This design comes from an exercise in tuning for small area, a short achievable clock period and few clock cycles on the open sky130 flow, not from production work. Only simulation tests tie the RTL to the original design; equivalence was not proved. Power and IR drop assume default switching activity.

--- flow/design.v ---
package mulPkg;
	localparam int OperandWidth = 32;
	localparam int ProductWidth = 2 * OperandWidth;
	localparam int DefaultRowsPerStage = 8;
	typedef logic [OperandWidth-1:0] operandT;
	typedef struct packed {
		logic valid;
		operandT a;
		operandT b;
	} mulReqT;
	typedef struct packed {
		operandT hi;
		operandT lo;
	} productHalvesT;
	typedef union packed {
		logic [ProductWidth-1:0] full;
		productHalvesT half;
	} productT;
	typedef struct packed {
		logic valid;
		productT product;
	} mulRspT;
endpackage
package apbPkg;
	localparam int AddrWidth = 8;
	localparam int DataWidth = 32;
	typedef struct packed {
		logic psel;
		logic penable;
		logic pwrite;
		logic [AddrWidth-1:0] paddr;
		logic [DataWidth-1:0] pwdata;
	} apbReqT;
	typedef struct packed {
		logic [DataWidth-1:0] prdata;
		logic pready;
		logic pslverr;
	} apbRspT;
	localparam logic [AddrWidth-1:0] AddrOpA = 8'h00;
	localparam logic [AddrWidth-1:0] AddrOpB = 8'h04;
	localparam logic [AddrWidth-1:0] AddrCtrl = 8'h08;
	localparam logic [AddrWidth-1:0] AddrStatus = 8'h0C;
	localparam logic [AddrWidth-1:0] AddrResLo = 8'h10;
	localparam logic [AddrWidth-1:0] AddrResHi = 8'h14;
	localparam int CtrlStartBit = 0;
	localparam int StatusBusyBit = 0;
	localparam int StatusDoneBit = 1;
endpackage
`timescale 1ns/1ps
module prefixAdder #(
	parameter int Width = mulPkg::OperandWidth
) (
	input logic [Width-1:0] a,
	input logic [Width-1:0] b,
	input logic cin,
	output logic [Width-1:0] sum
);
	localparam int Levels = $clog2(Width);
	logic [Width-1:0] p0;
	logic [Width-1:0] g0;
	logic [Width-1:0] gUp [Levels+1];
	logic [Width-1:0] pUp [Levels+1];
	logic [Width-1:0] gDn [Levels+1];
	logic [Width-1:0] pDn [Levels+1];
	logic [Width:0] carry;
	assign p0 = a ^ b;
	assign g0 = (a & b) | {{(Width-1){1'b0}}, p0[0] & cin};
	assign gUp[0] = g0;
	assign pUp[0] = p0;
	for (genvar l = 1; l <= Levels; l++) begin : genUp
		for (genvar i = 0; i < Width; i++) begin : genBit
			if ((i + 1) % (1 << l) == 0) begin : genNode
				assign gUp[l][i] = gUp[l-1][i] | (pUp[l-1][i] & gUp[l-1][i - (1 << (l-1))]);
				assign pUp[l][i] = pUp[l-1][i] & pUp[l-1][i - (1 << (l-1))];
			end else begin : genPass
				assign gUp[l][i] = gUp[l-1][i];
				assign pUp[l][i] = pUp[l-1][i];
			end
		end
	end
	assign gDn[Levels] = gUp[Levels];
	assign pDn[Levels] = pUp[Levels];
	for (genvar l = Levels - 1; l >= 1; l--) begin : genDn
		for (genvar i = 0; i < Width; i++) begin : genBit
			if ((i + 1) % (1 << l) == (1 << (l-1)) && i >= (1 << l)) begin : genNode
				assign gDn[l][i] = gDn[l+1][i] | (pDn[l+1][i] & gDn[l+1][i - (1 << (l-1))]);
				assign pDn[l][i] = pDn[l+1][i] & pDn[l+1][i - (1 << (l-1))];
			end else begin : genPass
				assign gDn[l][i] = gDn[l+1][i];
				assign pDn[l][i] = pDn[l+1][i];
			end
		end
	end
	assign carry[0] = cin;
	assign carry[Width:1] = gDn[1];
	assign sum = p0 ^ carry[Width-1:0];
endmodule
`timescale 1ns/1ps
module mulRow (
	input logic [32:0] accS,
	input logic [32:0] accC,
	input logic idle,
	input logic [31:0] a,
	input logic [3:0] one,
	input logic [3:0] two,
	input logic [3:0] neg,
	input logic d16,
	output logic [40:0] rowX,
	output logic [40:0] rowY
);
	logic [33:0] aExt;
	logic [3:0] negN;
	logic [31:0] top;
	logic [32:0] pp0;
	logic [32:0] pp1;
	logic [32:0] pp2;
	logic [32:0] pp3;
	assign aExt = {1'b0, a, 1'b0};
	assign negN = ~neg;
	assign top = a & {32{d16}};
	assign pp0 = (aExt[33:1] & {33{one[0]}} | aExt[32:0] & {33{two[0]}}) ^ {33{neg[0]}};
	assign pp1 = (aExt[33:1] & {33{one[1]}} | aExt[32:0] & {33{two[1]}}) ^ {33{neg[1]}};
	assign pp2 = (aExt[33:1] & {33{one[2]}} | aExt[32:0] & {33{two[2]}}) ^ {33{neg[2]}};
	assign pp3 = (aExt[33:1] & {33{one[3]}} | aExt[32:0] & {33{two[3]}}) ^ {33{neg[3]}};
	logic fs0, fc0, fs1, fc1, fs2, fc2, fs3, fc3, fs4, fc4, fs5, fc5, fs6, fc6, fs7, fc7;
	logic fs8, fc8, fs9, fc9, fs10, fc10, fs11, fc11, fs12, fc12, fs13, fc13, fs14, fc14, fs15, fc15;
	logic fs16, fc16, fs17, fc17, fs18, fc18, fs19, fc19, fs20, fc20, fs21, fc21, fs22, fc22, fs23, fc23;
	logic fs24, fc24, fs25, fc25, fs26, fc26, fs27, fc27, fs28, fc28, fs29, fc29, fs30, fc30, fs31, fc31;
	logic fs32, fc32, fs33, fc33, fs34, fc34, fs35, fc35, fs36, fc36, fs37, fc37, fs38, fc38, fs39, fc39;
	logic fs40, fc40, fs41, fc41, fs42, fc42, fs43, fc43, fs44, fc44, fs45, fc45, fs46, fc46, fs47, fc47;
	logic fs48, fc48, fs49, fc49, fs50, fc50, fs51, fc51, fs52, fc52, fs53, fc53, fs54, fc54, fs55, fc55;
	logic fs56, fc56, fs57, fc57, fs58, fc58, fs59, fc59, fs60, fc60, fs61, fc61, fs62, fc62, fs63, fc63;
	logic fs64, fc64, fs65, fc65, fs66, fc66, fs67, fc67, fs68, fc68, fs69, fc69, fs70, fc70, fs71, fc71;
	logic fs72, fc72, fs73, fc73, fs74, fc74, fs75, fc75, fs76, fc76, fs77, fc77, fs78, fc78, fs79, fc79;
	logic fs80, fc80, fs81, fc81, fs82, fc82, fs83, fc83, fs84, fc84, fs85, fc85, fs86, fc86, fs87, fc87;
	logic fs88, fc88, fs89, fc89, fs90, fc90, fs91, fc91, fs92, fc92, fs93, fc93, fs94, fc94, fs95, fc95;
	logic fs96, fc96, fs97, fc97, fs98, fc98, fs99, fc99, fs100, fc100, fs101, fc101, fs102, fc102, fs103, fc103;
	logic fs104, fc104, fs105, fc105, fs106, fc106, fs107, fc107, fs108, fc108, fs109, fc109, fs110, fc110, fs111, fc111;
	logic fs112, fc112, fs113, fc113, fs114, fc114, fs115, fc115, fs116, fc116, fs117, fc117, fs118, fc118, fs119, fc119;
	logic fs120, fc120, fs121, fc121, fs122, fc122, fs123, fc123, fs124, fc124, fs125, fc125, fs126, fc126, fs127, fc127;
	logic fs128, fc128, fs129, fc129, fs130, fc130, fs131, fc131, fs132, fc132, fs133, fc133, fs134, fc134, fs135, fc135;
	logic fs136, fc136, fs137, fc137, fs138, fc138, fs139, fc139, fs140, fc140, fs141, fc141, fs142, fc142, fs143, fc143;
	logic fs144, fc144, fs145, fc145, fs146, fc146, fs147, fc147, fs148, fc148, fs149, fc149, fs150, fc150, fs151, fc151;
	logic fs152, fc152, fs153, fc153, fs154, fc154, fs155, fc155, fs156, fc156, fs157, fc157, fs158, fc158, fs159, fc159;
	logic fs160, fc160, fs161, fc161, hs0, hc0, hs1, hc1, hs2, hc2, hs3, hc3, hs4, hc4, hs5, hc5;
	logic hs6, hc6, hs7, hc7, hs8, hc8, hs9, hc9, hs10, hc10, hs11, hc11;
	assign hs0 = accS[6] ^ accC[6];
	assign hc0 = accS[6] & accC[6];
	assign hs1 = accS[7] ^ accC[7];
	assign hc1 = accS[7] & accC[7];
	assign fs0 = accS[8] ^ accC[8] ^ top[0];
	assign fc0 = (accS[8] & accC[8]) | (accS[8] & top[0]) | (accC[8] & top[0]);
	assign fs1 = accS[9] ^ accC[9] ^ top[1];
	assign fc1 = (accS[9] & accC[9]) | (accS[9] & top[1]) | (accC[9] & top[1]);
	assign fs2 = accS[10] ^ accC[10] ^ top[2];
	assign fc2 = (accS[10] & accC[10]) | (accS[10] & top[2]) | (accC[10] & top[2]);
	assign fs3 = accS[11] ^ accC[11] ^ top[3];
	assign fc3 = (accS[11] & accC[11]) | (accS[11] & top[3]) | (accC[11] & top[3]);
	assign fs4 = accS[12] ^ accC[12] ^ top[4];
	assign fc4 = (accS[12] & accC[12]) | (accS[12] & top[4]) | (accC[12] & top[4]);
	assign fs5 = accS[13] ^ accC[13] ^ top[5];
	assign fc5 = (accS[13] & accC[13]) | (accS[13] & top[5]) | (accC[13] & top[5]);
	assign fs6 = accS[14] ^ accC[14] ^ top[6];
	assign fc6 = (accS[14] & accC[14]) | (accS[14] & top[6]) | (accC[14] & top[6]);
	assign fs7 = accS[15] ^ accC[15] ^ top[7];
	assign fc7 = (accS[15] & accC[15]) | (accS[15] & top[7]) | (accC[15] & top[7]);
	assign fs8 = accS[16] ^ accC[16] ^ top[8];
	assign fc8 = (accS[16] & accC[16]) | (accS[16] & top[8]) | (accC[16] & top[8]);
	assign fs9 = accS[17] ^ accC[17] ^ top[9];
	assign fc9 = (accS[17] & accC[17]) | (accS[17] & top[9]) | (accC[17] & top[9]);
	assign fs10 = accS[18] ^ accC[18] ^ top[10];
	assign fc10 = (accS[18] & accC[18]) | (accS[18] & top[10]) | (accC[18] & top[10]);
	assign fs11 = accS[19] ^ accC[19] ^ top[11];
	assign fc11 = (accS[19] & accC[19]) | (accS[19] & top[11]) | (accC[19] & top[11]);
	assign fs12 = accS[20] ^ accC[20] ^ top[12];
	assign fc12 = (accS[20] & accC[20]) | (accS[20] & top[12]) | (accC[20] & top[12]);
	assign fs13 = accS[21] ^ accC[21] ^ top[13];
	assign fc13 = (accS[21] & accC[21]) | (accS[21] & top[13]) | (accC[21] & top[13]);
	assign fs14 = accS[22] ^ accC[22] ^ top[14];
	assign fc14 = (accS[22] & accC[22]) | (accS[22] & top[14]) | (accC[22] & top[14]);
	assign fs15 = accS[23] ^ accC[23] ^ top[15];
	assign fc15 = (accS[23] & accC[23]) | (accS[23] & top[15]) | (accC[23] & top[15]);
	assign fs16 = accS[24] ^ accC[24] ^ top[16];
	assign fc16 = (accS[24] & accC[24]) | (accS[24] & top[16]) | (accC[24] & top[16]);
	assign fs17 = accS[25] ^ accC[25] ^ top[17];
	assign fc17 = (accS[25] & accC[25]) | (accS[25] & top[17]) | (accC[25] & top[17]);
	assign fs18 = accS[26] ^ accC[26] ^ top[18];
	assign fc18 = (accS[26] & accC[26]) | (accS[26] & top[18]) | (accC[26] & top[18]);
	assign fs19 = accS[27] ^ accC[27] ^ top[19];
	assign fc19 = (accS[27] & accC[27]) | (accS[27] & top[19]) | (accC[27] & top[19]);
	assign fs20 = accS[28] ^ accC[28] ^ top[20];
	assign fc20 = (accS[28] & accC[28]) | (accS[28] & top[20]) | (accC[28] & top[20]);
	assign fs21 = accS[29] ^ accC[29] ^ top[21];
	assign fc21 = (accS[29] & accC[29]) | (accS[29] & top[21]) | (accC[29] & top[21]);
	assign fs22 = accS[30] ^ accC[30] ^ top[22];
	assign fc22 = (accS[30] & accC[30]) | (accS[30] & top[22]) | (accC[30] & top[22]);
	assign fs23 = accS[31] ^ accC[31] ^ top[23];
	assign fc23 = (accS[31] & accC[31]) | (accS[31] & top[23]) | (accC[31] & top[23]);
	assign fs24 = 1'b1 ^ accS[32] ^ accC[32];
	assign fc24 = (1'b1 & accS[32]) | (1'b1 & accC[32]) | (accS[32] & accC[32]);
	assign fs25 = idle ^ top[24] ^ pp0[32];
	assign fc25 = (idle & top[24]) | (idle & pp0[32]) | (top[24] & pp0[32]);
	assign hs2 = negN[0] ^ top[25];
	assign hc2 = negN[0] & top[25];
	assign hs3 = accS[2] ^ accC[2];
	assign hc3 = accS[2] & accC[2];
	assign hs4 = accS[3] ^ accC[3];
	assign hc4 = accS[3] & accC[3];
	assign fs26 = accS[4] ^ accC[4] ^ neg[2];
	assign fc26 = (accS[4] & accC[4]) | (accS[4] & neg[2]) | (accC[4] & neg[2]);
	assign hs5 = pp0[4] ^ pp1[2];
	assign hc5 = pp0[4] & pp1[2];
	assign fs27 = accS[5] ^ accC[5] ^ pp0[5];
	assign fc27 = (accS[5] & accC[5]) | (accS[5] & pp0[5]) | (accC[5] & pp0[5]);
	assign hs6 = pp1[3] ^ pp2[1];
	assign hc6 = pp1[3] & pp2[1];
	assign fs28 = neg[3] ^ hs0 ^ pp0[6];
	assign fc28 = (neg[3] & hs0) | (neg[3] & pp0[6]) | (hs0 & pp0[6]);
	assign fs29 = pp1[4] ^ pp2[2] ^ pp3[0];
	assign fc29 = (pp1[4] & pp2[2]) | (pp1[4] & pp3[0]) | (pp2[2] & pp3[0]);
	assign fs30 = hc0 ^ hs1 ^ pp0[7];
	assign fc30 = (hc0 & hs1) | (hc0 & pp0[7]) | (hs1 & pp0[7]);
	assign fs31 = pp1[5] ^ pp2[3] ^ pp3[1];
	assign fc31 = (pp1[5] & pp2[3]) | (pp1[5] & pp3[1]) | (pp2[3] & pp3[1]);
	assign fs32 = hc1 ^ fs0 ^ pp0[8];
	assign fc32 = (hc1 & fs0) | (hc1 & pp0[8]) | (fs0 & pp0[8]);
	assign fs33 = pp1[6] ^ pp2[4] ^ pp3[2];
	assign fc33 = (pp1[6] & pp2[4]) | (pp1[6] & pp3[2]) | (pp2[4] & pp3[2]);
	assign fs34 = fc0 ^ fs1 ^ pp0[9];
	assign fc34 = (fc0 & fs1) | (fc0 & pp0[9]) | (fs1 & pp0[9]);
	assign fs35 = pp1[7] ^ pp2[5] ^ pp3[3];
	assign fc35 = (pp1[7] & pp2[5]) | (pp1[7] & pp3[3]) | (pp2[5] & pp3[3]);
	assign fs36 = fc1 ^ fs2 ^ pp0[10];
	assign fc36 = (fc1 & fs2) | (fc1 & pp0[10]) | (fs2 & pp0[10]);
	assign fs37 = pp1[8] ^ pp2[6] ^ pp3[4];
	assign fc37 = (pp1[8] & pp2[6]) | (pp1[8] & pp3[4]) | (pp2[6] & pp3[4]);
	assign fs38 = fc2 ^ fs3 ^ pp0[11];
	assign fc38 = (fc2 & fs3) | (fc2 & pp0[11]) | (fs3 & pp0[11]);
	assign fs39 = pp1[9] ^ pp2[7] ^ pp3[5];
	assign fc39 = (pp1[9] & pp2[7]) | (pp1[9] & pp3[5]) | (pp2[7] & pp3[5]);
	assign fs40 = fc3 ^ fs4 ^ pp0[12];
	assign fc40 = (fc3 & fs4) | (fc3 & pp0[12]) | (fs4 & pp0[12]);
	assign fs41 = pp1[10] ^ pp2[8] ^ pp3[6];
	assign fc41 = (pp1[10] & pp2[8]) | (pp1[10] & pp3[6]) | (pp2[8] & pp3[6]);
	assign fs42 = fc4 ^ fs5 ^ pp0[13];
	assign fc42 = (fc4 & fs5) | (fc4 & pp0[13]) | (fs5 & pp0[13]);
	assign fs43 = pp1[11] ^ pp2[9] ^ pp3[7];
	assign fc43 = (pp1[11] & pp2[9]) | (pp1[11] & pp3[7]) | (pp2[9] & pp3[7]);
	assign fs44 = fc5 ^ fs6 ^ pp0[14];
	assign fc44 = (fc5 & fs6) | (fc5 & pp0[14]) | (fs6 & pp0[14]);
	assign fs45 = pp1[12] ^ pp2[10] ^ pp3[8];
	assign fc45 = (pp1[12] & pp2[10]) | (pp1[12] & pp3[8]) | (pp2[10] & pp3[8]);
	assign fs46 = fc6 ^ fs7 ^ pp0[15];
	assign fc46 = (fc6 & fs7) | (fc6 & pp0[15]) | (fs7 & pp0[15]);
	assign fs47 = pp1[13] ^ pp2[11] ^ pp3[9];
	assign fc47 = (pp1[13] & pp2[11]) | (pp1[13] & pp3[9]) | (pp2[11] & pp3[9]);
	assign fs48 = fc7 ^ fs8 ^ pp0[16];
	assign fc48 = (fc7 & fs8) | (fc7 & pp0[16]) | (fs8 & pp0[16]);
	assign fs49 = pp1[14] ^ pp2[12] ^ pp3[10];
	assign fc49 = (pp1[14] & pp2[12]) | (pp1[14] & pp3[10]) | (pp2[12] & pp3[10]);
	assign fs50 = fc8 ^ fs9 ^ pp0[17];
	assign fc50 = (fc8 & fs9) | (fc8 & pp0[17]) | (fs9 & pp0[17]);
	assign fs51 = pp1[15] ^ pp2[13] ^ pp3[11];
	assign fc51 = (pp1[15] & pp2[13]) | (pp1[15] & pp3[11]) | (pp2[13] & pp3[11]);
	assign fs52 = fc9 ^ fs10 ^ pp0[18];
	assign fc52 = (fc9 & fs10) | (fc9 & pp0[18]) | (fs10 & pp0[18]);
	assign fs53 = pp1[16] ^ pp2[14] ^ pp3[12];
	assign fc53 = (pp1[16] & pp2[14]) | (pp1[16] & pp3[12]) | (pp2[14] & pp3[12]);
	assign fs54 = fc10 ^ fs11 ^ pp0[19];
	assign fc54 = (fc10 & fs11) | (fc10 & pp0[19]) | (fs11 & pp0[19]);
	assign fs55 = pp1[17] ^ pp2[15] ^ pp3[13];
	assign fc55 = (pp1[17] & pp2[15]) | (pp1[17] & pp3[13]) | (pp2[15] & pp3[13]);
	assign fs56 = fc11 ^ fs12 ^ pp0[20];
	assign fc56 = (fc11 & fs12) | (fc11 & pp0[20]) | (fs12 & pp0[20]);
	assign fs57 = pp1[18] ^ pp2[16] ^ pp3[14];
	assign fc57 = (pp1[18] & pp2[16]) | (pp1[18] & pp3[14]) | (pp2[16] & pp3[14]);
	assign fs58 = fc12 ^ fs13 ^ pp0[21];
	assign fc58 = (fc12 & fs13) | (fc12 & pp0[21]) | (fs13 & pp0[21]);
	assign fs59 = pp1[19] ^ pp2[17] ^ pp3[15];
	assign fc59 = (pp1[19] & pp2[17]) | (pp1[19] & pp3[15]) | (pp2[17] & pp3[15]);
	assign fs60 = fc13 ^ fs14 ^ pp0[22];
	assign fc60 = (fc13 & fs14) | (fc13 & pp0[22]) | (fs14 & pp0[22]);
	assign fs61 = pp1[20] ^ pp2[18] ^ pp3[16];
	assign fc61 = (pp1[20] & pp2[18]) | (pp1[20] & pp3[16]) | (pp2[18] & pp3[16]);
	assign fs62 = fc14 ^ fs15 ^ pp0[23];
	assign fc62 = (fc14 & fs15) | (fc14 & pp0[23]) | (fs15 & pp0[23]);
	assign fs63 = pp1[21] ^ pp2[19] ^ pp3[17];
	assign fc63 = (pp1[21] & pp2[19]) | (pp1[21] & pp3[17]) | (pp2[19] & pp3[17]);
	assign fs64 = fc15 ^ fs16 ^ pp0[24];
	assign fc64 = (fc15 & fs16) | (fc15 & pp0[24]) | (fs16 & pp0[24]);
	assign fs65 = pp1[22] ^ pp2[20] ^ pp3[18];
	assign fc65 = (pp1[22] & pp2[20]) | (pp1[22] & pp3[18]) | (pp2[20] & pp3[18]);
	assign fs66 = fc16 ^ fs17 ^ pp0[25];
	assign fc66 = (fc16 & fs17) | (fc16 & pp0[25]) | (fs17 & pp0[25]);
	assign fs67 = pp1[23] ^ pp2[21] ^ pp3[19];
	assign fc67 = (pp1[23] & pp2[21]) | (pp1[23] & pp3[19]) | (pp2[21] & pp3[19]);
	assign fs68 = fc17 ^ fs18 ^ pp0[26];
	assign fc68 = (fc17 & fs18) | (fc17 & pp0[26]) | (fs18 & pp0[26]);
	assign fs69 = pp1[24] ^ pp2[22] ^ pp3[20];
	assign fc69 = (pp1[24] & pp2[22]) | (pp1[24] & pp3[20]) | (pp2[22] & pp3[20]);
	assign fs70 = fc18 ^ fs19 ^ pp0[27];
	assign fc70 = (fc18 & fs19) | (fc18 & pp0[27]) | (fs19 & pp0[27]);
	assign fs71 = pp1[25] ^ pp2[23] ^ pp3[21];
	assign fc71 = (pp1[25] & pp2[23]) | (pp1[25] & pp3[21]) | (pp2[23] & pp3[21]);
	assign fs72 = fc19 ^ fs20 ^ pp0[28];
	assign fc72 = (fc19 & fs20) | (fc19 & pp0[28]) | (fs20 & pp0[28]);
	assign fs73 = pp1[26] ^ pp2[24] ^ pp3[22];
	assign fc73 = (pp1[26] & pp2[24]) | (pp1[26] & pp3[22]) | (pp2[24] & pp3[22]);
	assign fs74 = fc20 ^ fs21 ^ pp0[29];
	assign fc74 = (fc20 & fs21) | (fc20 & pp0[29]) | (fs21 & pp0[29]);
	assign fs75 = pp1[27] ^ pp2[25] ^ pp3[23];
	assign fc75 = (pp1[27] & pp2[25]) | (pp1[27] & pp3[23]) | (pp2[25] & pp3[23]);
	assign fs76 = fc21 ^ fs22 ^ pp0[30];
	assign fc76 = (fc21 & fs22) | (fc21 & pp0[30]) | (fs22 & pp0[30]);
	assign fs77 = pp1[28] ^ pp2[26] ^ pp3[24];
	assign fc77 = (pp1[28] & pp2[26]) | (pp1[28] & pp3[24]) | (pp2[26] & pp3[24]);
	assign fs78 = fc22 ^ fs23 ^ pp0[31];
	assign fc78 = (fc22 & fs23) | (fc22 & pp0[31]) | (fs23 & pp0[31]);
	assign fs79 = pp1[29] ^ pp2[27] ^ pp3[25];
	assign fc79 = (pp1[29] & pp2[27]) | (pp1[29] & pp3[25]) | (pp2[27] & pp3[25]);
	assign fs80 = fc23 ^ fs24 ^ pp1[30];
	assign fc80 = (fc23 & fs24) | (fc23 & pp1[30]) | (fs24 & pp1[30]);
	assign fs81 = pp2[28] ^ pp3[26] ^ fs25;
	assign fc81 = (pp2[28] & pp3[26]) | (pp2[28] & fs25) | (pp3[26] & fs25);
	assign fs82 = fc24 ^ hs2 ^ pp1[31];
	assign fc82 = (fc24 & hs2) | (fc24 & pp1[31]) | (hs2 & pp1[31]);
	assign fs83 = pp2[29] ^ pp3[27] ^ fc25;
	assign fc83 = (pp2[29] & pp3[27]) | (pp2[29] & fc25) | (pp3[27] & fc25);
	assign fs84 = 1'b1 ^ top[26] ^ hc2;
	assign fc84 = (1'b1 & top[26]) | (1'b1 & hc2) | (top[26] & hc2);
	assign fs85 = pp1[32] ^ pp2[30] ^ pp3[28];
	assign fc85 = (pp1[32] & pp2[30]) | (pp1[32] & pp3[28]) | (pp2[30] & pp3[28]);
	assign fs86 = negN[1] ^ top[27] ^ pp2[31];
	assign fc86 = (negN[1] & top[27]) | (negN[1] & pp2[31]) | (top[27] & pp2[31]);
	assign hs7 = 1'b1 ^ top[28];
	assign hc7 = 1'b1 & top[28];
	assign hs8 = accS[0] ^ accC[0];
	assign hc8 = accS[0] & accC[0];
	assign hs9 = accS[1] ^ accC[1];
	assign hc9 = accS[1] & accC[1];
	assign fs87 = neg[1] ^ hs3 ^ pp0[2];
	assign fc87 = (neg[1] & hs3) | (neg[1] & pp0[2]) | (hs3 & pp0[2]);
	assign fs88 = hc3 ^ hs4 ^ pp0[3];
	assign fc88 = (hc3 & hs4) | (hc3 & pp0[3]) | (hs4 & pp0[3]);
	assign fs89 = hc4 ^ fs26 ^ pp2[0];
	assign fc89 = (hc4 & fs26) | (hc4 & pp2[0]) | (fs26 & pp2[0]);
	assign fs90 = fc26 ^ hc5 ^ fs27;
	assign fc90 = (fc26 & hc5) | (fc26 & fs27) | (hc5 & fs27);
	assign fs91 = fc27 ^ hc6 ^ fs28;
	assign fc91 = (fc27 & hc6) | (fc27 & fs28) | (hc6 & fs28);
	assign fs92 = fc28 ^ fc29 ^ fs30;
	assign fc92 = (fc28 & fc29) | (fc28 & fs30) | (fc29 & fs30);
	assign fs93 = fc30 ^ fc31 ^ fs32;
	assign fc93 = (fc30 & fc31) | (fc30 & fs32) | (fc31 & fs32);
	assign fs94 = fc32 ^ fc33 ^ fs34;
	assign fc94 = (fc32 & fc33) | (fc32 & fs34) | (fc33 & fs34);
	assign fs95 = fc34 ^ fc35 ^ fs36;
	assign fc95 = (fc34 & fc35) | (fc34 & fs36) | (fc35 & fs36);
	assign fs96 = fc36 ^ fc37 ^ fs38;
	assign fc96 = (fc36 & fc37) | (fc36 & fs38) | (fc37 & fs38);
	assign fs97 = fc38 ^ fc39 ^ fs40;
	assign fc97 = (fc38 & fc39) | (fc38 & fs40) | (fc39 & fs40);
	assign fs98 = fc40 ^ fc41 ^ fs42;
	assign fc98 = (fc40 & fc41) | (fc40 & fs42) | (fc41 & fs42);
	assign fs99 = fc42 ^ fc43 ^ fs44;
	assign fc99 = (fc42 & fc43) | (fc42 & fs44) | (fc43 & fs44);
	assign fs100 = fc44 ^ fc45 ^ fs46;
	assign fc100 = (fc44 & fc45) | (fc44 & fs46) | (fc45 & fs46);
	assign fs101 = fc46 ^ fc47 ^ fs48;
	assign fc101 = (fc46 & fc47) | (fc46 & fs48) | (fc47 & fs48);
	assign fs102 = fc48 ^ fc49 ^ fs50;
	assign fc102 = (fc48 & fc49) | (fc48 & fs50) | (fc49 & fs50);
	assign fs103 = fc50 ^ fc51 ^ fs52;
	assign fc103 = (fc50 & fc51) | (fc50 & fs52) | (fc51 & fs52);
	assign fs104 = fc52 ^ fc53 ^ fs54;
	assign fc104 = (fc52 & fc53) | (fc52 & fs54) | (fc53 & fs54);
	assign fs105 = fc54 ^ fc55 ^ fs56;
	assign fc105 = (fc54 & fc55) | (fc54 & fs56) | (fc55 & fs56);
	assign fs106 = fc56 ^ fc57 ^ fs58;
	assign fc106 = (fc56 & fc57) | (fc56 & fs58) | (fc57 & fs58);
	assign fs107 = fc58 ^ fc59 ^ fs60;
	assign fc107 = (fc58 & fc59) | (fc58 & fs60) | (fc59 & fs60);
	assign fs108 = fc60 ^ fc61 ^ fs62;
	assign fc108 = (fc60 & fc61) | (fc60 & fs62) | (fc61 & fs62);
	assign fs109 = fc62 ^ fc63 ^ fs64;
	assign fc109 = (fc62 & fc63) | (fc62 & fs64) | (fc63 & fs64);
	assign fs110 = fc64 ^ fc65 ^ fs66;
	assign fc110 = (fc64 & fc65) | (fc64 & fs66) | (fc65 & fs66);
	assign fs111 = fc66 ^ fc67 ^ fs68;
	assign fc111 = (fc66 & fc67) | (fc66 & fs68) | (fc67 & fs68);
	assign fs112 = fc68 ^ fc69 ^ fs70;
	assign fc112 = (fc68 & fc69) | (fc68 & fs70) | (fc69 & fs70);
	assign fs113 = fc70 ^ fc71 ^ fs72;
	assign fc113 = (fc70 & fc71) | (fc70 & fs72) | (fc71 & fs72);
	assign fs114 = fc72 ^ fc73 ^ fs74;
	assign fc114 = (fc72 & fc73) | (fc72 & fs74) | (fc73 & fs74);
	assign fs115 = fc74 ^ fc75 ^ fs76;
	assign fc115 = (fc74 & fc75) | (fc74 & fs76) | (fc75 & fs76);
	assign fs116 = fc76 ^ fc77 ^ fs78;
	assign fc116 = (fc76 & fc77) | (fc76 & fs78) | (fc77 & fs78);
	assign fs117 = fc78 ^ fc79 ^ fs80;
	assign fc117 = (fc78 & fc79) | (fc78 & fs80) | (fc79 & fs80);
	assign fs118 = fc80 ^ fs82 ^ fc81;
	assign fc118 = (fc80 & fs82) | (fc80 & fc81) | (fs82 & fc81);
	assign fs119 = fc82 ^ fs84 ^ fs85;
	assign fc119 = (fc82 & fs84) | (fc82 & fs85) | (fs84 & fs85);
	assign fs120 = pp3[29] ^ fc84 ^ fc85;
	assign fc120 = (pp3[29] & fc84) | (pp3[29] & fc85) | (fc84 & fc85);
	assign fs121 = hs7 ^ pp2[32] ^ pp3[30];
	assign fc121 = (hs7 & pp2[32]) | (hs7 & pp3[30]) | (pp2[32] & pp3[30]);
	assign fs122 = negN[2] ^ top[29] ^ hc7;
	assign fc122 = (negN[2] & top[29]) | (negN[2] & hc7) | (top[29] & hc7);
	assign hs10 = 1'b1 ^ top[30];
	assign hc10 = 1'b1 & top[30];
	assign hs11 = neg[0] ^ hs8;
	assign hc11 = neg[0] & hs8;
	assign fs123 = hc8 ^ hs9 ^ pp0[1];
	assign fc123 = (hc8 & hs9) | (hc8 & pp0[1]) | (hs9 & pp0[1]);
	assign fs124 = hc9 ^ pp1[0] ^ fs87;
	assign fc124 = (hc9 & pp1[0]) | (hc9 & fs87) | (pp1[0] & fs87);
	assign fs125 = pp1[1] ^ fc87 ^ fs88;
	assign fc125 = (pp1[1] & fc87) | (pp1[1] & fs88) | (fc87 & fs88);
	assign fs126 = fc88 ^ fs89 ^ hs5;
	assign fc126 = (fc88 & fs89) | (fc88 & hs5) | (fs89 & hs5);
	assign fs127 = fc89 ^ hs6 ^ fs90;
	assign fc127 = (fc89 & hs6) | (fc89 & fs90) | (hs6 & fs90);
	assign fs128 = fs29 ^ fc90 ^ fs91;
	assign fc128 = (fs29 & fc90) | (fs29 & fs91) | (fc90 & fs91);
	assign fs129 = fs31 ^ fc91 ^ fs92;
	assign fc129 = (fs31 & fc91) | (fs31 & fs92) | (fc91 & fs92);
	assign fs130 = fs33 ^ fc92 ^ fs93;
	assign fc130 = (fs33 & fc92) | (fs33 & fs93) | (fc92 & fs93);
	assign fs131 = fs35 ^ fc93 ^ fs94;
	assign fc131 = (fs35 & fc93) | (fs35 & fs94) | (fc93 & fs94);
	assign fs132 = fs37 ^ fc94 ^ fs95;
	assign fc132 = (fs37 & fc94) | (fs37 & fs95) | (fc94 & fs95);
	assign fs133 = fs39 ^ fc95 ^ fs96;
	assign fc133 = (fs39 & fc95) | (fs39 & fs96) | (fc95 & fs96);
	assign fs134 = fs41 ^ fc96 ^ fs97;
	assign fc134 = (fs41 & fc96) | (fs41 & fs97) | (fc96 & fs97);
	assign fs135 = fs43 ^ fc97 ^ fs98;
	assign fc135 = (fs43 & fc97) | (fs43 & fs98) | (fc97 & fs98);
	assign fs136 = fs45 ^ fc98 ^ fs99;
	assign fc136 = (fs45 & fc98) | (fs45 & fs99) | (fc98 & fs99);
	assign fs137 = fs47 ^ fc99 ^ fs100;
	assign fc137 = (fs47 & fc99) | (fs47 & fs100) | (fc99 & fs100);
	assign fs138 = fs49 ^ fc100 ^ fs101;
	assign fc138 = (fs49 & fc100) | (fs49 & fs101) | (fc100 & fs101);
	assign fs139 = fs51 ^ fc101 ^ fs102;
	assign fc139 = (fs51 & fc101) | (fs51 & fs102) | (fc101 & fs102);
	assign fs140 = fs53 ^ fc102 ^ fs103;
	assign fc140 = (fs53 & fc102) | (fs53 & fs103) | (fc102 & fs103);
	assign fs141 = fs55 ^ fc103 ^ fs104;
	assign fc141 = (fs55 & fc103) | (fs55 & fs104) | (fc103 & fs104);
	assign fs142 = fs57 ^ fc104 ^ fs105;
	assign fc142 = (fs57 & fc104) | (fs57 & fs105) | (fc104 & fs105);
	assign fs143 = fs59 ^ fc105 ^ fs106;
	assign fc143 = (fs59 & fc105) | (fs59 & fs106) | (fc105 & fs106);
	assign fs144 = fs61 ^ fc106 ^ fs107;
	assign fc144 = (fs61 & fc106) | (fs61 & fs107) | (fc106 & fs107);
	assign fs145 = fs63 ^ fc107 ^ fs108;
	assign fc145 = (fs63 & fc107) | (fs63 & fs108) | (fc107 & fs108);
	assign fs146 = fs65 ^ fc108 ^ fs109;
	assign fc146 = (fs65 & fc108) | (fs65 & fs109) | (fc108 & fs109);
	assign fs147 = fs67 ^ fc109 ^ fs110;
	assign fc147 = (fs67 & fc109) | (fs67 & fs110) | (fc109 & fs110);
	assign fs148 = fs69 ^ fc110 ^ fs111;
	assign fc148 = (fs69 & fc110) | (fs69 & fs111) | (fc110 & fs111);
	assign fs149 = fs71 ^ fc111 ^ fs112;
	assign fc149 = (fs71 & fc111) | (fs71 & fs112) | (fc111 & fs112);
	assign fs150 = fs73 ^ fc112 ^ fs113;
	assign fc150 = (fs73 & fc112) | (fs73 & fs113) | (fc112 & fs113);
	assign fs151 = fs75 ^ fc113 ^ fs114;
	assign fc151 = (fs75 & fc113) | (fs75 & fs114) | (fc113 & fs114);
	assign fs152 = fs77 ^ fc114 ^ fs115;
	assign fc152 = (fs77 & fc114) | (fs77 & fs115) | (fc114 & fs115);
	assign fs153 = fs79 ^ fc115 ^ fs116;
	assign fc153 = (fs79 & fc115) | (fs79 & fs116) | (fc115 & fs116);
	assign fs154 = fc116 ^ fs117 ^ fs81;
	assign fc154 = (fc116 & fs117) | (fc116 & fs81) | (fs117 & fs81);
	assign fs155 = fc117 ^ fs83 ^ fs118;
	assign fc155 = (fc117 & fs83) | (fc117 & fs118) | (fs83 & fs118);
	assign fs156 = fs119 ^ fc83 ^ fc118;
	assign fc156 = (fs119 & fc83) | (fs119 & fc118) | (fc83 & fc118);
	assign fs157 = fs86 ^ fc119 ^ fs120;
	assign fc157 = (fs86 & fc119) | (fs86 & fs120) | (fc119 & fs120);
	assign fs158 = fs121 ^ fc86 ^ fc120;
	assign fc158 = (fs121 & fc86) | (fs121 & fc120) | (fc86 & fc120);
	assign fs159 = pp3[31] ^ fc121 ^ fs122;
	assign fc159 = (pp3[31] & fc121) | (pp3[31] & fs122) | (fc121 & fs122);
	assign fs160 = hs10 ^ pp3[32] ^ fc122;
	assign fc160 = (hs10 & pp3[32]) | (hs10 & fc122) | (pp3[32] & fc122);
	assign fs161 = negN[3] ^ top[31] ^ hc10;
	assign fc161 = (negN[3] & top[31]) | (negN[3] & hc10) | (top[31] & hc10);
	assign rowX[0] = hs11;
	assign rowY[0] = pp0[0];
	assign rowX[1] = hc11;
	assign rowY[1] = fs123;
	assign rowX[2] = fc123;
	assign rowY[2] = fs124;
	assign rowX[3] = fc124;
	assign rowY[3] = fs125;
	assign rowX[4] = fc125;
	assign rowY[4] = fs126;
	assign rowX[5] = fc126;
	assign rowY[5] = fs127;
	assign rowX[6] = fc127;
	assign rowY[6] = fs128;
	assign rowX[7] = fc128;
	assign rowY[7] = fs129;
	assign rowX[8] = fc129;
	assign rowY[8] = fs130;
	assign rowX[9] = fc130;
	assign rowY[9] = fs131;
	assign rowX[10] = fc131;
	assign rowY[10] = fs132;
	assign rowX[11] = fc132;
	assign rowY[11] = fs133;
	assign rowX[12] = fc133;
	assign rowY[12] = fs134;
	assign rowX[13] = fc134;
	assign rowY[13] = fs135;
	assign rowX[14] = fc135;
	assign rowY[14] = fs136;
	assign rowX[15] = fc136;
	assign rowY[15] = fs137;
	assign rowX[16] = fc137;
	assign rowY[16] = fs138;
	assign rowX[17] = fc138;
	assign rowY[17] = fs139;
	assign rowX[18] = fc139;
	assign rowY[18] = fs140;
	assign rowX[19] = fc140;
	assign rowY[19] = fs141;
	assign rowX[20] = fc141;
	assign rowY[20] = fs142;
	assign rowX[21] = fc142;
	assign rowY[21] = fs143;
	assign rowX[22] = fc143;
	assign rowY[22] = fs144;
	assign rowX[23] = fc144;
	assign rowY[23] = fs145;
	assign rowX[24] = fc145;
	assign rowY[24] = fs146;
	assign rowX[25] = fc146;
	assign rowY[25] = fs147;
	assign rowX[26] = fc147;
	assign rowY[26] = fs148;
	assign rowX[27] = fc148;
	assign rowY[27] = fs149;
	assign rowX[28] = fc149;
	assign rowY[28] = fs150;
	assign rowX[29] = fc150;
	assign rowY[29] = fs151;
	assign rowX[30] = fc151;
	assign rowY[30] = fs152;
	assign rowX[31] = fc152;
	assign rowY[31] = fs153;
	assign rowX[32] = fc153;
	assign rowY[32] = fs154;
	assign rowX[33] = fc154;
	assign rowY[33] = fs155;
	assign rowX[34] = fc155;
	assign rowY[34] = fs156;
	assign rowX[35] = fc156;
	assign rowY[35] = fs157;
	assign rowX[36] = fc157;
	assign rowY[36] = fs158;
	assign rowX[37] = fc158;
	assign rowY[37] = fs159;
	assign rowX[38] = fc159;
	assign rowY[38] = fs160;
	assign rowX[39] = fc160;
	assign rowY[39] = fs161;
	assign rowX[40] = fc161;
	assign rowY[40] = 1'b0;
endmodule
`timescale 1ns/1ps
module mulArray (
	input logic clk,
	input logic arstN,
	input logic [31:0] a,
	input logic [31:0] b,
	input logic wrB,
	input logic [7:0] bLoNext,
	input logic aValidNext,
	input logic bValidNext,
	input logic go,
	output mulPkg::productT product
);
	logic run1;
	logic run2;
	logic run3;
	logic running;
	logic first;
	logic [3:0] oneQ;
	logic [3:0] twoQ;
	logic [3:0] negQ;
	logic d16Q;
	logic [3:0] oneD;
	logic [3:0] twoD;
	logic [3:0] negD;
	logic digitsOn;
	logic [32:0] accS;
	logic [32:0] accC;
	logic [7:0] byteS;
	logic [7:0] byteC;
	logic [23:0] lowQ;
	logic lowCarry;
	logic [40:0] rowX;
	logic [40:0] rowY;
	logic [8:0] byteSum;
	logic [39:0] topSum;
	assign first = go & ~running;
	always_ff @(posedge clk or negedge arstN) begin
		if (!arstN) begin
			run1 <= 1'b0;
			run2 <= 1'b0;
			run3 <= 1'b0;
			running <= 1'b0;
		end else begin
			run1 <= first;
			run2 <= run1;
			run3 <= run2;
			running <= first | run1 | run2;
		end
	end
	function automatic logic [11:0] booth(input logic [7:0] g, input logic below);
		logic [3:0] one;
		logic [3:0] two;
		logic [3:0] neg;
		for (int j = 0; j < 4; j++) begin
			logic hi;
			logic mid;
			logic lo;
			hi = g[2*j+1];
			mid = g[2*j];
			lo = (j == 0) ? below : g[2*j-1];
			neg[j] = hi;
			one[j] = mid ^ lo;
			two[j] = (hi & ~mid & ~lo) | (~hi & mid & lo);
		end
		booth = {neg, two, one};
	endfunction
	logic [11:0] digitsFirst;
	logic [11:0] digitsRun;
	logic [11:0] digitsIdle;
	logic [11:0] digitsD;
	assign digitsFirst = booth(b[15:8], b[7]);
	assign digitsIdle = wrB ? booth(bLoNext, 1'b0) : booth(b[7:0], 1'b0);
	always_comb begin
		if (run1) begin
			digitsRun = booth(b[23:16], b[15]);
		end else if (run2) begin
			digitsRun = booth(b[31:24], b[23]);
		end else begin
			digitsRun = digitsIdle;
		end
		digitsD = first ? digitsFirst : digitsRun;
	end
	assign digitsOn = aValidNext & bValidNext;
	assign {negD, twoD, oneD} = digitsD & {12{digitsOn}};
	always_ff @(posedge clk) begin
		oneQ <= oneD;
		twoQ <= twoD;
		negQ <= negD;
		d16Q <= run2 & b[31] & digitsOn;
	end
	mulRow mulRow_i (
		.accS(accS & {33{running}}),
		.accC(accC & {33{running}}),
		.idle(~running),
		.a(a),
		.one(oneQ),
		.two(twoQ),
		.neg(negQ),
		.d16(d16Q),
		.rowX(rowX),
		.rowY(rowY)
	);
	assign byteSum = {1'b0, byteS} + {1'b0, byteC} + {8'd0, lowCarry & (run2 | run3)};
	always_ff @(posedge clk) begin
		if (go | running) begin
			accS <= rowX[40:8];
			accC <= rowY[40:8];
			byteS <= rowX[7:0];
			byteC <= rowY[7:0];
		end
		if (running) begin
			lowCarry <= byteSum[8];
		end
		if (run1) begin
			lowQ[7:0] <= byteSum[7:0];
		end
		if (run2) begin
			lowQ[15:8] <= byteSum[7:0];
		end
		if (run3) begin
			lowQ[23:16] <= byteSum[7:0];
		end
	end
	prefixAdder #(
		.Width(40)
	) prefixAdder_i (
		.a({accS[31:0], byteS}),
		.b({accC[31:0], byteC}),
		.cin(lowCarry),
		.sum(topSum)
	);
	assign product.half.hi = topSum[39:8];
	assign product.half.lo = {topSum[7:0], lowQ};
endmodule
`timescale 1ns/1ps
module mulApbRegs (
	input logic clk,
	input logic arstN,
	input apbPkg::apbReqT apbReq,
	output apbPkg::apbRspT apbRsp,
	output mulPkg::operandT opA,
	output mulPkg::operandT opB,
	output logic opBWrite,
	output logic [7:0] opBLoNext,
	output logic opAValidNext,
	output logic opBValidNext,
	output logic go,
	input mulPkg::productT product
);
	logic setup;
	logic done;
	logic inMap;
	logic mapped;
	logic wrOpA;
	logic wrOpB;
	logic opAValid;
	logic opBValid;
	mulPkg::operandT opARead;
	mulPkg::operandT opBRead;
	mulPkg::productT result;
	logic [apbPkg::DataWidth-1:0] readWord;
	logic [apbPkg::DataWidth-1:0] prdataQ;
	logic pslverrQ;
	assign setup = apbReq.psel & ~apbReq.penable;
	assign go = setup && apbReq.pwrite && (apbReq.paddr == apbPkg::AddrCtrl) &&
		apbReq.pwdata[apbPkg::CtrlStartBit];
	assign inMap = (apbReq.paddr[7:5] == 3'b000) && (apbReq.paddr[1:0] == 2'b00);
	assign mapped = inMap & ~(apbReq.paddr[4] & apbReq.paddr[3]);
	assign opARead = opA & {32{opAValid}};
	assign opBRead = opB & {32{opBValid}};
	assign result = product & {64{done}};
	always_comb begin
		case ({apbReq.paddr[4], apbReq.paddr[2]})
			2'b00: readWord = opARead;
			2'b01: readWord = opBRead;
			2'b10: readWord = result.half.lo;
			default: readWord = result.half.hi;
		endcase
		if (apbReq.paddr[3]) begin
			readWord = '0;
			readWord[apbPkg::StatusDoneBit] = done & apbReq.paddr[2] & ~apbReq.paddr[4];
		end
		if (!inMap) begin
			readWord = '0;
		end
	end
	always_ff @(posedge clk) begin
		prdataQ <= readWord;
		pslverrQ <= ~mapped;
	end
	always_comb begin
		apbRsp.prdata = prdataQ;
		apbRsp.pready = 1'b1;
		apbRsp.pslverr = pslverrQ;
	end
	always_ff @(posedge clk or negedge arstN) begin
		if (!arstN) begin
			wrOpA <= 1'b0;
			wrOpB <= 1'b0;
			opAValid <= 1'b0;
			opBValid <= 1'b0;
			done <= 1'b0;
		end else begin
			wrOpA <= setup && apbReq.pwrite && (apbReq.paddr == apbPkg::AddrOpA);
			wrOpB <= setup && apbReq.pwrite && (apbReq.paddr == apbPkg::AddrOpB);
			if (wrOpA) begin
				opAValid <= 1'b1;
			end
			if (wrOpB) begin
				opBValid <= 1'b1;
			end
			if (go) begin
				done <= 1'b1;
			end
		end
	end
	always_ff @(posedge clk) begin
		if (wrOpA) begin
			opA <= apbReq.pwdata;
		end
		if (wrOpB) begin
			opB <= apbReq.pwdata;
		end
	end
	assign opBWrite = wrOpB;
	assign opBLoNext = apbReq.pwdata[7:0];
	assign opAValidNext = opAValid | wrOpA;
	assign opBValidNext = opBValid | wrOpB;
endmodule
`timescale 1ns/1ps
module mulApbTop (
	input logic clk,
	input logic arstN,
	input apbPkg::apbReqT apbReq,
	output apbPkg::apbRspT apbRsp
);
	mulPkg::operandT opA;
	mulPkg::operandT opB;
	logic go;
	logic opBWrite;
	logic [7:0] opBLoNext;
	logic opAValidNext;
	logic opBValidNext;
	mulPkg::productT product;
	mulApbRegs mulApbRegs_i (
		.clk(clk),
		.arstN(arstN),
		.apbReq(apbReq),
		.apbRsp(apbRsp),
		.opA(opA),
		.opB(opB),
		.opBWrite(opBWrite),
		.opBLoNext(opBLoNext),
		.opAValidNext(opAValidNext),
		.opBValidNext(opBValidNext),
		.go(go),
		.product(product)
	);
	mulArray mulArray_i (
		.clk(clk),
		.arstN(arstN),
		.a(opA),
		.b(opB),
		.wrB(opBWrite),
		.bLoNext(opBLoNext),
		.aValidNext(opAValidNext),
		.bValidNext(opBValidNext),
		.go(go),
		.product(product)
	);
endmodule
`timescale 1ns/1ps
module mulApbChip (
	input logic clk,
	input logic arstN,
	input logic psel,
	input logic penable,
	input logic pwrite,
	input logic [7:0] paddr,
	input logic [31:0] pwdata,
	output logic [31:0] prdata,
	output logic pready,
	output logic pslverr
);
	apbPkg::apbReqT apbReq;
	apbPkg::apbRspT apbRsp;
	assign apbReq.psel = psel;
	assign apbReq.penable = penable;
	assign apbReq.pwrite = pwrite;
	assign apbReq.paddr = paddr;
	assign apbReq.pwdata = pwdata;
	assign prdata = apbRsp.prdata;
	assign pready = apbRsp.pready;
	assign pslverr = apbRsp.pslverr;
	mulApbTop mulApbTop_i (
		.clk(clk),
		.arstN(arstN),
		.apbReq(apbReq),
		.apbRsp(apbRsp)
	);
endmodule
--- flow/flow/run.sh ---
#!/bin/bash
# The standard layout, with timing repair aimed at a path delay well below
# the clock period: the clock and the constraints are unchanged, only
# repair_timing's setup margin is raised (and kept to the worst endpoints).
set -euo pipefail
export SETUP_SLACK_MARGIN="${FLOW_SETUP_MARGIN:-9.2}"
export TNS_END_PERCENT="${FLOW_TNS_END:-10}"
export BUFFER_PORTS_ARGS="-buffer_cell sky130_fd_sc_hd__buf_4"
export CTS_ARGS="-sink_clustering_enable -repair_clock_nets -dont_use_dummy_load -buf_list {sky130_fd_sc_hd__clkbuf_4 sky130_fd_sc_hd__clkbuf_8}"
bash standard.sh > flow_standard.log 2>&1
--- flow/standard.sh ---
#!/bin/bash
# synth_recipe.tcl (not shown) runs the flow's synth.tcl, then flattens the netlist and writes it again
# the make line also repeats each setting of config.mk as NAME=value (left out here)
make -C /OpenROAD-flow-scripts/flow DESIGN_CONFIG=/design/flow/config.mk WORK_HOME=/design/flow/orfs CLKGATE_MAP_FILE= SYNTH_SCRIPT=/design/flow/synth_recipe.tcl "${@:-finish}"
--- flow/config.mk ---
export PLATFORM = sky130hd
export DESIGN_NAME = mulApbChip
export DESIGN_NICKNAME = mulApbChip
export VERILOG_FILES = /design/flow/design.v
export SDC_FILE = /design/flow/constraint.sdc
export NUM_CORES = 4
export LEC_CHECK = 0
export CAP_MARGIN = 20
export CORE_MARGIN = 2
export CORE_UTILIZATION = 40
export SLEW_MARGIN = 20
--- flow/constraint.sdc ---
create_clock -name core_clock -period 13.0 [get_ports {clk}]
set_input_delay 2.6000 -clock core_clock [delete_from_list [all_inputs] [get_ports {clk}]]
set_output_delay 2.6000 -clock core_clock [all_outputs]
set_load 0.01 [all_outputs]
==> reports/qor.yml <==
critical_path:
  rrSetupSlack_ns: 9.26
  crit_path_max_fanout: 1
  worstPathCellList: "buf_4"
  critical_path_arrival_ns: 1.14
  startpoint: "mulApbTop_i.mulApbRegs_i.prdataQ[14]"
  worst_r2r_path_depth: 16
  critical_path.n_buffers_inverters: 1
  endpoint_kind: "output port"
  critical_path.max_stage_delay_ns: 0.42
  crit_path_end: "prdata[14]"
  crit_path_top_delay_cell: "sky130_fd_sc_hd__dfxtp_1"
  crit_path_cell_count: 1
  critPathTopFamily: "flip-flops"
  crit_reg_reg_endpoint: "mulApbTop_i.mulApbRegs_i.prdataQ[15]"
  criticalPathCategory: "register to output port"
  worstReg2RegStart: "mulApbTop_i.mulArray_i.lowCarry"
  worst_setup_path_start_kind: "register"
  required_ns: 10.40
logic_synthesis:
  synth-main-ff-cell: "sky130_fd_sc_hd__edfxtp_1"
  postSynthCellCount: 1544
  yosysWarnings: 7
  yosysTopAreaCellShare_pct: 30.2
  syn-num-nets: 1820
  synthDistinctLibCells: 55
  yosysSeqAreaShare_pct: 37.0
  yosys_register_bits: 225
  netlist.top_cell.by_area: "sky130_fd_sc_hd__edfxtp_1"
  synth_top_area_cells: "sky130_fd_sc_hd__edfxtp_1 (30%), sky130_fd_sc_hd__fa_1 (22%), sky130_fd_sc_hd__a22oi_1 (7.6%), sky130_fd_sc_hd__xnor2_1 (7.4%), sky130_fd_sc_hd__dfxtp_1 (5.5%)"
  syn-cell-area_um2: 16900
  synth-edff-count: 170
  postSynthAreaPerCell_um2: 10.9
  postSynth.asyncResetShare_pct: 4.00
sta:
  fin_worst_hold_slack_ns: 0.501
  skew_ns: 0.0370
  grt_setup_unrepaired: "yes"
  min_period_over_period_pct: 28.8
  period_minus_slack_ns: 3.74
  max_slew.worst_pin.slew_ns: 1.04
  setup_viol: 0
  worst_slew_margin_rel_pct: 30.4
  final_hold_viol_count: 0
  tns_ns: 0
  report.final.slew_viol_count: 0
  fmax_mhz: 267
finish:
  final_nets: 1850
  layout-drive-gt1-share_pct: 12.4
  leading_cell_type_in_the_layout_fill_and_taps_excluded: "sky130_fd_sc_hd__inv_1"
  mostFrequentLayoutCells: "sky130_fd_sc_hd__inv_1 (202), sky130_fd_sc_hd__fa_1 (179), sky130_fd_sc_hd__a22oi_1 (170), sky130_fd_sc_hd__edfxtp_1 (170), sky130_fd_sc_hd__xnor2_1 (141)"
  syn2layout_area_growth_pct: 10.5
  fill_cells: 3857
cts:
  clock_sink_total: 225
  clk-insertion-delay-late_ns: 0.57
  cts-htree-levels: 2
  cts_made_buffers: 42
  ctsLongestPathBuffers: 3
  clock_tree.root_cell: "sky130_fd_sc_hd__clkbuf_8"
  cts_hold_buffers: 0
  cts_tree: "yes"
  worst_setup_hold_path_clk_slew_ns: 0.06
die:
  dieHeight_um: 209
  die-width_um: 209
  starting_utilization_of_the_core_area_pct: 40.4
  fp.dieArea_um2: 43900
  core_area_um2: 41800
  rows: 75
  pin_count: 79
worst_hold_path:
  hold_class: "register to register"
  whs_path_depth: 1
  holdCritStartpoint: "mulApbTop_i.mulApbRegs_i.opAValid"
place:
  dp.final_hpwl_mm: 35.6
  placement.io_buffers: 77
  place.gp.congestion: 0.911
global_route:
  grt_max_degree: 82
  globalRouteOverflowTotal: 0
  first_global_vias: 12900
  grt_pass1_wl_mm: 77.9
  number_of_antenna_violations_at_the_first_check_in_global_routing: 1
  track_usage_pct: 23.9
power:
  power.static_leakage_uw: 0.00715
  power_frac_comb_pct: 2.0
  pwr-share-clk_pct: 41.3
  max-vdd-ir-drop_mv: 0.0627
  cellPowerDensity_nw_per_um2: 72.8
  power.share.sequential_pct: 56.7
  p_int_uw: 1060
  p_switching_uw: 292
  swShare_pct: 21.6
  p_total_uw: 1360
route:
  detail_route.first_pass.iterations: 7
  routed_wirelength_mm: 51.5
  routedWlPerCell_um: 24.4
  vias: 12100
  postRouteAntennaNets: 0
  route.detailed.drc: 0
  dr.first_iter.drc_count: 1267
  vias_per_cell: 5.74
job:
  maxCapViolations: 0
status:
  run_status: "finished clean"
[metal layers]
metal / global-route usage, % / part of all wire [%] / vias to the layer above
li1: - / - / 5200
met5: 0 / 0 / -
met1: 32.1 / 41 / 6158
met3: 4.97 / 9.1 / 121
met4: 9.36 / 3.5 / 0
met2: 38.1 / 46 / 654
[cells in the mapped netlist, types with 4 or more instances]
| master | instances |
|---|---|
| sky130_fd_sc_hd__xnor2_1 | 142 |
| sky130_fd_sc_hd__o22ai_1 | 4 |
| sky130_fd_sc_hd__o21ai_0 | 17 |
| sky130_fd_sc_hd__nand2b_1 | 5 |
| sky130_fd_sc_hd__edfxtp_1 | 170 |
| sky130_fd_sc_hd__xor2_1 | 34 |
| sky130_fd_sc_hd__or2_2 | 6 |
| sky130_fd_sc_hd__dfrtp_1 | 9 |
| sky130_fd_sc_hd__inv_1 | 203 |
| sky130_fd_sc_hd__ha_1 | 48 |
| sky130_fd_sc_hd__o21a_1 | 4 |
| sky130_fd_sc_hd__clkbuf_1 | 102 |
| sky130_fd_sc_hd__fa_1 | 183 |
| sky130_fd_sc_hd__dfxtp_1 | 46 |
| sky130_fd_sc_hd__and2_1 | 68 |
| sky130_fd_sc_hd__a211oi_1 | 22 |
| sky130_fd_sc_hd__nor2_1 | 86 |
| sky130_fd_sc_hd__buf_1 | 14 |
| sky130_fd_sc_hd__nand3_1 | 4 |
| sky130_fd_sc_hd__nand3b_1 | 7 |
| sky130_fd_sc_hd__a21o_1 | 15 |
| sky130_fd_sc_hd__nor2b_1 | 5 |
| sky130_fd_sc_hd__a21oi_1 | 82 |
| sky130_fd_sc_hd__nand2_1 | 45 |
| sky130_fd_sc_hd__or3b_2 | 5 |
| sky130_fd_sc_hd__a22oi_1 | 170 |
[final cells by class]
cell class	instances	area, um2	share of cell area, %
Multi-Input combinational cell	997	9540	51.2
Sequential cell	225	6260	33.6
Timing Repair Buffer	103	811	4.35
Inverter	205	771	4.13
Tap cell	539	674	3.62
Clock buffer	42	578	3.10
Antenna cell	1	2.50	0.0134
[repair_timing]
action,CTS,global route
resized for setup,12,12
setup endpoints to repair,91,100
cloned,0,1
setup buffers,4,6
pin swaps,10,15
[power by group through the flow]
stage          clock (uW)  sequential, uW  combinational, uW
2_1_floorplan           0             783               9.45
3_3_place_gp            0             783               25.9
3_5_place_dp            0             783               26.3
4_1_cts               572             769               26.5
5_1_grt               599             768               29.1
6_report              561             769               27.0
[sequential cells by signal (all words and copies together), names as in the netlist, 4 cells and up]
name and flops:
mulApbTop_i.mulArray_i.oneQ 4, mulApbTop_i.mulArray_i.byteC 8, mulApbTop_i.mulArray_i.lowQ 24, mulApbTop_i.mulApbRegs_i.opB 32, mulApbTop_i.mulArray_i.accC 32, mulApbTop_i.mulArray_i.twoQ 4, mulApbTop_i.mulArray_i.accS 33, mulApbTop_i.mulApbRegs_i.prdataQ 32
mulApbTop_i.mulArray_i.byteS 8, mulApbTop_i.mulArray_i.negQ 4, mulApbTop_i.mulApbRegs_i.opA 32
[worst min-delay path by stage]
stage,end,slack [ns]
after floorplan,mulApbTop_i.mulApbRegs_i.opBValid,0.44
after global placement,mulApbTop_i.mulApbRegs_i.opBValid,0.48
after detailed placement,mulApbTop_i.mulApbRegs_i.opBValid,0.48
after CTS,mulApbTop_i.mulApbRegs_i.opBValid,0.49
after global routing,mulApbTop_i.mulApbRegs_i.opAValid,0.51
final,mulApbTop_i.mulApbRegs_i.opAValid,0.50
[cells by family after synthesis]
family,Yosys count,synth area share (%)
AND/OR/NAND/NOR,249,7.45
flip-flops,225,37.0
XOR/XNOR,176,9.13
multiplexers,4,0.245
AO/OA/AOI/OAI,336,13.7
buffers and inverters,322,7.18
other,1,0.0222
adder cells (fa/ha/maj),231,25.3
[through the flow]
stage	instance area (um2)	setup WS [ns]	cells	utilization, %
global placement	17800	8.29	2058	42.7
CTS	18500	9.19	2104	44.3
global route	18600	9.08	2112	44.6
floorplan	16900	8.82	1544	-
detailed placement	17800	8.30	2058	42.7
finish	18600	9.26	2112	44.6
Testbench counts, summed over its fixed seeds: cycles 14,400.

## what the ideal ports hide
The results above use ideal ports. As a check the final layout listed here was re-extracted and re-timed, cells and wires unchanged.
Step 1: set_driving_cell puts a clkbuf_16 on clk and a buf_2 on each other input, an assumption about the parent block.
Step 2 adds t to the input delays and takes it off the output delays; t is the mean of the earliest and latest rising clock arrival at the registers after step 1. Input paths then give back, and output paths get back, about the clock's delay inside the block.
Three values: ideal, step 1, step 2; two values: the first two.
t, ns: 0.613
slack for setup (ns): 9.256 / 9.199 / 8.726
latest minus earliest clock arrival (ns): 0.037 / 0.037
worst data-port slew with drivers (ns): 0.04
pins driven straight from the clock port: 1
After both steps this run still meets setup and hold. For this run, drivers alone change the setup slack by -0.057 ns; drivers and shift together by -0.530 ns.
